This is an optimization exercise on Yosys and OpenROAD, whose aim is small area, a short achievable clock period and few clock cycles, not a production implementation.
Function was checked by simulation only, so behaviour that the tests miss may differ from the original.
Power figures rest on the tool's default switching activity, not on a simulated workload.

==> flow/design.v, too long to show whole: its modules and the start of the top module <==
// module booth_csa_mul: 3710 lines
// module iter_mul: 40 lines
// module execute_mc: 100 lines
module execute_mc #(
  parameter int N     = 64,
  parameter int MUL_K = 4
) (
  input  logic         clk,
  input  logic         reset,
  input  logic         valid_E,
  input  logic         flush_E,
  input  logic         AluSrc,
  input  logic         mov,
  input  logic [3:0]   AluControl,
  input  logic [4:0]   ID_EXRegRn,
  input  logic [4:0]   ID_EXRegRm,
  input  logic [4:0]   EX_MEMRegRd,
  input  logic [4:0]   MEM_WBRegRd,
  input  logic         EX_MEMregWrite,
  input  logic         MEM_WBregWrite,
  input  logic [N-1:0] EX_MEMResult,
  input  logic [N-1:0] memoryResult,
  input  logic [N-1:0] PC_E,
  input  logic [N-1:0] signImm_E,
  input  logic [N-1:0] readData1_E,
  input  logic [N-1:0] readData2_E,
  output logic [N-1:0] PCBranch_E,
  output logic [N-1:0] aluResult_E,
  output logic [N-1:0] writeData_E,
  output logic         zero_E,
  output logic         stall_E,
  output logic         done_E
);
  // ...
==> flow/run.sh <==
#!/bin/bash
# synth_recipe.tcl (not shown) runs the flow's synth.tcl, then flattens the netlist and writes it again
# the make line also repeats each setting of config.mk as NAME=value (left out here)
make -C /OpenROAD-flow-scripts/flow DESIGN_CONFIG=/design/flow/config.mk WORK_HOME=/design/flow/orfs CLKGATE_MAP_FILE= SYNTH_SCRIPT=/design/flow/synth_recipe.tcl finish
==> flow/config.mk <==
export PLATFORM = sky130hd
export DESIGN_NAME = execute_mc
export DESIGN_NICKNAME = execute_mc
export VERILOG_FILES = /design/flow/design.v
export SDC_FILE = /design/flow/constraint.sdc
export NUM_CORES = 4
export LEC_CHECK = 0
export ABC_AREA = 1
export CAP_MARGIN = 20
export CORE_MARGIN = 2
export CORE_UTILIZATION = 45
export SETUP_SLACK_MARGIN = 4
export SLEW_MARGIN = 20
==> flow/constraint.sdc <==
create_clock -name core_clock -period 13.0 [get_ports {clk}]
set_input_delay 2.6000 -clock core_clock [delete_from_list [all_inputs] [get_ports {clk}]]
set_output_delay 2.6000 -clock core_clock [all_outputs]
set_load 0.01 [all_outputs]
==> summary.txt, run 1 <==
Status
  – Status: timing/DRC/antenna clean

Routing
  – Via count: roughly 83,000
  – Post-Route M1 WL: between 150 and 200 mm

Layout
  – Fin area: slightly below 0.09 mm²
  – Signal buf overhead: 14.64%
  – Clock buffer count: 17

Floorplan
  – Die Wd: a little under 400 µm
  – Core outline area: 0.1521 mm²
  – Die ar.: roughly 0.16 mm²

Clock tree
  – Post-CTS Repair Setup Buffers: between 300 and 400
  – CTS Hold Bufs: 0
  – H-tree levels: 4
  – Post_cts resized: 1,617

Worst hold path
  – Min-delay src: u_iter_mul.busy_q
  – Worst Hold Class: reg -> reg

Setup path
  – Most used cell, CP: nand2_1
  – Kind of critical path: in -> out
  – Worst R2R End: u_iter_mul.busy_q
  – CP peak stage delay: 0.42 ns
  – Startpoint class of the critical path: input port

Timing
  – Setup Skew: 0 ns
  – Fin crit period: around 9.7 ns
  – Final period utilization: between 70% and 80%

Yosys
  – XOR/XNOR Fraction of Synth Area: between 10% and 20%
  – Post-Syn Area per Cell: 7.099 µm²
  – Synth cell types: 64
  – Async set or reset register ratio after synthesis: less than 1%

Power and ir drop
  – Max power group: combinational cells

Place
  – Placed insts: about 12,000

Global routing
  – Initial antenna violation count: 69
Testbench counts, summed over its fixed seeds: cycles 19,990.
==> inputs of run 2 (changes only) <==
==> flow/flow/run.sh (new file) <==
#!/bin/bash
# The standard layout (the standard.sh, all steps), with one change: the buffers that
# buffer_ports puts on every input and output port are sky130_fd_sc_hd__buf_2 instead of
# the resizer's default choice (clkdlybuf4s50_1, twice the area). Timing repair still
# resizes any of them that sit on a critical path.
# make's full output goes to flow_make.log here; ORFS keeps each step's log under orfs/logs.
set -o pipefail
bash standard.sh BUFFER_PORTS_ARGS="-buffer_cell sky130_fd_sc_hd__buf_2" finish > flow_make.log 2>&1
==> flow/standard.sh (new file) <==
#!/bin/bash
# synth_recipe.tcl (not shown) runs the flow's synth.tcl, then flattens the netlist and writes it again
# the make line also repeats each setting of config.mk as NAME=value (left out here)
make -C /OpenROAD-flow-scripts/flow DESIGN_CONFIG=/design/flow/config.mk WORK_HOME=/design/flow/orfs CLKGATE_MAP_FILE= SYNTH_SCRIPT=/design/flow/synth_recipe.tcl "${@:-finish}"
removed: flow/run.sh
==> summary.txt, run 2 <==
Global routing
  – GRT Total Usage: roughly 57%
  – First-pass GRT wire length: about 620 mm
  – Gr ovfl total: 0
  – Initial antenna violation count: 93 (+35%)
  – Vias in the first global route: 77,455
  – Largest net degree at the start of global routing: 86

Setup path
  – Startpoint class of the critical path: input port
  – CP peak stage delay: 0.27 ns (-0.15 ns)
  – Kind of critical path: in -> out
  – Worst-case reg-to-reg path depth: 4
  – WP depth: 32
  – CP Data Required Time: between 10 and 15 ns
  – Critical Path AT: between 7 and 8 ns
  – Crit. End Element: primary output
  – Most used cell, CP: buf_6
  – CP max stage cell: ha_4
  – CP Max Fanout: 4
  – Delay-heaviest family, CP: simple AND/OR/NAND/NOR gates
  – WP buf/inv: 10

Clock tree
  – CTS Sinks: slightly below 200
  – Worst-Skew Late Latency: ~0.56 ns
  – Clock tree buffer depth: 2
  – Clock Pin Slew Worst Setup and Hold Paths: 0.09 ns
  – Root Driver: clkbuf_16
  – CTS tree: built
  – Num CTS Buffers: 17
  – H-tree levels: 4 (unchanged)

Layout
  – Commonest non-fill, non-tap cell in the layout: inv_1
  – Layout cells sized above 1: between 20% and 30%
  – Layout area overhead: 19.07%
  – Most frequent cells in the layout: inv_1 (1,953), nand2_1 (1,224), xor2_1 (969)
  – Final nets: 11,820
  – Max FFs per register: 185
  – Biggest regs: u_iter_mul.rows_q x185, u_iter_mul.top_q x12, u_iter_mul.busy_q x1
  – Largest Register: u_iter_mul.rows_q
  – Fin area: 0.08209 mm² (-8.2%)

Yosys
  – Synth Register Bits: 198
  – Most frequent cell after synthesis: inv_1
  – Mapped Area: between 0.06 and 0.07 mm²
  – Dominant cell type by area after synthesis: fa_1
  – Yosys top cell area share: a little over a quarter
  – Main flop type after synthesis: dfxtp_1
  – Cells after Synth: 9,711
  – Async set or reset register ratio after synthesis: 0.5051% (unchanged)
  – Synth top area cells: fa_1 (26%), xor2_1 (12%), inv_1 (11%)
  – Synth cell types: 64 (unchanged)
  – Sequential area share after synthesis: about 5.8%
  – EDFF count, synth: 0
  – Most frequent cells after synthesis: inv_1 (2,002), nand2_1 (1,408), xor2_1 (982)
  – Post-Syn Area per Cell: 7.099 µm² (unchanged)
  – Mapped Nets: about 11,000
  – Warnings, synthesis: 2

Worst hold path
  – Hold Path Stages: 4
  – Worst Hold Class: reg -> reg

Place
  – DP Area: between 0.07 and 0.08 mm²
  – Pre-CTS WS: around 1.3 ns
  – Hpwl dp: ~370 mm
  – Buffers on Ports: 606
  – Routability congestion estimate from global placement: between 1 and 1.5

Routing
  – Initial DRC count: about 14,000
  – Drt via density: around 6.6
  – WL per Instance: about 38 µm
  – Via count: 81,882 (-1.1%)
  – DRC: 0
  – Drt total wl: 463.5 mm
  – TritonRoute pass-1 iters: 17
  – Final antenna-violating net count: 0

Timing
  – Fin crit period: 9.704 ns (+0.02790 ns)
  – Setup Skew: 0 ns (unchanged)
  – Worst-Margin Slew: around 1.3 ns
  – Rel. slew slack: about 11%
  – RSZ-0062 raised after global routing: true
  – Setup TNS: 0 ns
  – Final worst slack: about 3.3 ns
  – Final Max Slew Viols: 0
  – Final setup violation count: 0
  – Final period utilization: 74.65% (+0.21 points)
  – Fmax: 103.1 MHz
  – Final Hold Vio Count: 0

Floorplan
  – Core outline area: 0.1521 mm² (unchanged)
  – Die Wd: 395.4 µm (unchanged)
  – Die ar.: 0.1563 mm² (unchanged)
  – Initial core utilization: about 45%
  – Ports: 611
  – DIE HEIGHT: roughly 400 µm
  – Row Count: between 100 and 150

Run
  – Max-Cap Viols: 0

Power and ir drop
  – Peak VDD IR: 0.5734 mV
  – PwrDens: 303.5 mW/mm²
  – Lkg Pwr: a little under 0.04 µW

Status
  – Status: timing/DRC/antenna clean
## run 2: worst min-delay path: cells and delay by family, from the launching register on
family                 cells  cell delay [ns]
and+or+nand+nor            3             0.34
DFF                        1             0.58
buffers and inverters      1             0.41
## run 2: logic make-up after synthesis
| logic type | Yosys count | share of synthesized area, % |
|---|---|---|
| AND/OR/NAND/NOR | 2661 | 16.97 |
| AO/OA/AOI/OAI | 1846 | 15.95 |
| XOR/XNOR | 1141 | 14.50 |
| multiplexers | 1 | 0.01452 |
| adder cells (fa/ha/maj) | 1184 | 31.32 |
| flip-flops | 198 | 5.757 |
| buffers and inverters | 2680 | 15.50 |
## run 2: area by class of cell
type / count / area [µm²]
inverter: 2093 / 7981
clock buffer: 17 / 425.4
timing repair buffer: 1064 / 7610
fill: 14877 / 69990
sequential: 198 / 3970
timing repair inverter: 2 / 25.02
clock inverter: 15 / 201.4
tap: 2030 / 2540
multi-input combinational: 6844 / 59170
antenna: 66 / 165.2
## run 2: per-stage QoR
| step | hold slack, ns | std cells | utilization (%) | power (µW) |
|---|---|---|---|---|
| after detailed placement | 1.487 | 11950 | 48.29 | 22630 |
| after CTS | 1.725 | 12167 | 52.42 | 23830 |
| after global routing | 1.531 | 12287 | 53.91 | 26530 |
| final | 1.382 | 12329 | 53.98 | 24910 |
| after floorplan | 0.8355 | 9711 | - | 13860 |
| after global placement | 1.459 | 11950 | 48.29 | 22070 |
## run 2: timing repair
item | 4_1_cts | 5_1_grt
hold buffers | 0 | 0
setup endpoints to repair | 186 | 142
setup buffers | 168 | 91
pin swaps | 157 | 160
gates cloned | 17 | 4
gates resized for setup | 1023 | 364
## run 2: worst paths after layout
check,from,end,slack [ns]
worst max-delay path,MEM_WBRegRd[4],aluResult_E[24],3.30
worst min-delay path,u_iter_mul.busy_q,u_iter_mul.busy_q,1.38
worst max register to register,u_iter_mul.busy_q,u_iter_mul.busy_q,11.32
worst min register to register,u_iter_mul.busy_q,u_iter_mul.busy_q,1.38
max in group asynchronous,reset,u_iter_mul.busy_q,11.10
min in group asynchronous,reset,u_iter_mul.busy_q,1.80
## run 2: power by group
part	leakage, µW	internal [µW]	total (µW)	switching [µW]
Sequential	0.00166	1410	1570	167
Clock	0.000305	280	622	342
Combinational	0.0376	8520	22700	14200
## run 2: per-layer routing
layer / track usage [%] / part of all wire (%) / wire length, µm / vias up
li1: - / - / - / 31830
met1: 67.63 / 34 / 159300 / 39166
met2: 75.68 / 38 / 174200 / 8217
met3: 30.92 / 17 / 80210 / 2605
met4: 44.98 / 11 / 48760 / 64
met5: 3.387 / 0.23 / 1046 / -

==> static timing again, ports no longer ideal <==
The flow's constraints put no driver on any port. The routed layouts listed below were extracted and timed again, unchanged, in two steps.
Step 1 (the two cells are an assumption about what drives the block):
set clk [get_ports {clk}]
set_driving_cell -lib_cell sky130_fd_sc_hd__clkbuf_16 $clk
set_driving_cell -lib_cell sky130_fd_sc_hd__buf_2 [delete_from_list [all_inputs] $clk]
Step 2 moves the port delays by t, midway between the first and last clock arrival at a register: inputs arrive t later, outputs are due t later. That takes back most of the time a late clock gives input paths.
a / b / c = ideal ports / drivers / drivers and shift; a / b = the first two.
run	t, ns	setup slack, ns	hold slack, ns	worst data-port slew with drivers (ns)
run 1	0.637	3.324 / 3.254 / 3.170	0.909 / 0.909 / 0.909	0.22
run 2	0.655	3.296 / 3.217 / 3.034	1.382 / 1.382 / 1.382	0.25
After both steps every run listed still meets setup and hold. For run 2, which loses most, drivers alone change the setup slack by -0.079 ns; drivers and shift together by -0.262 ns.
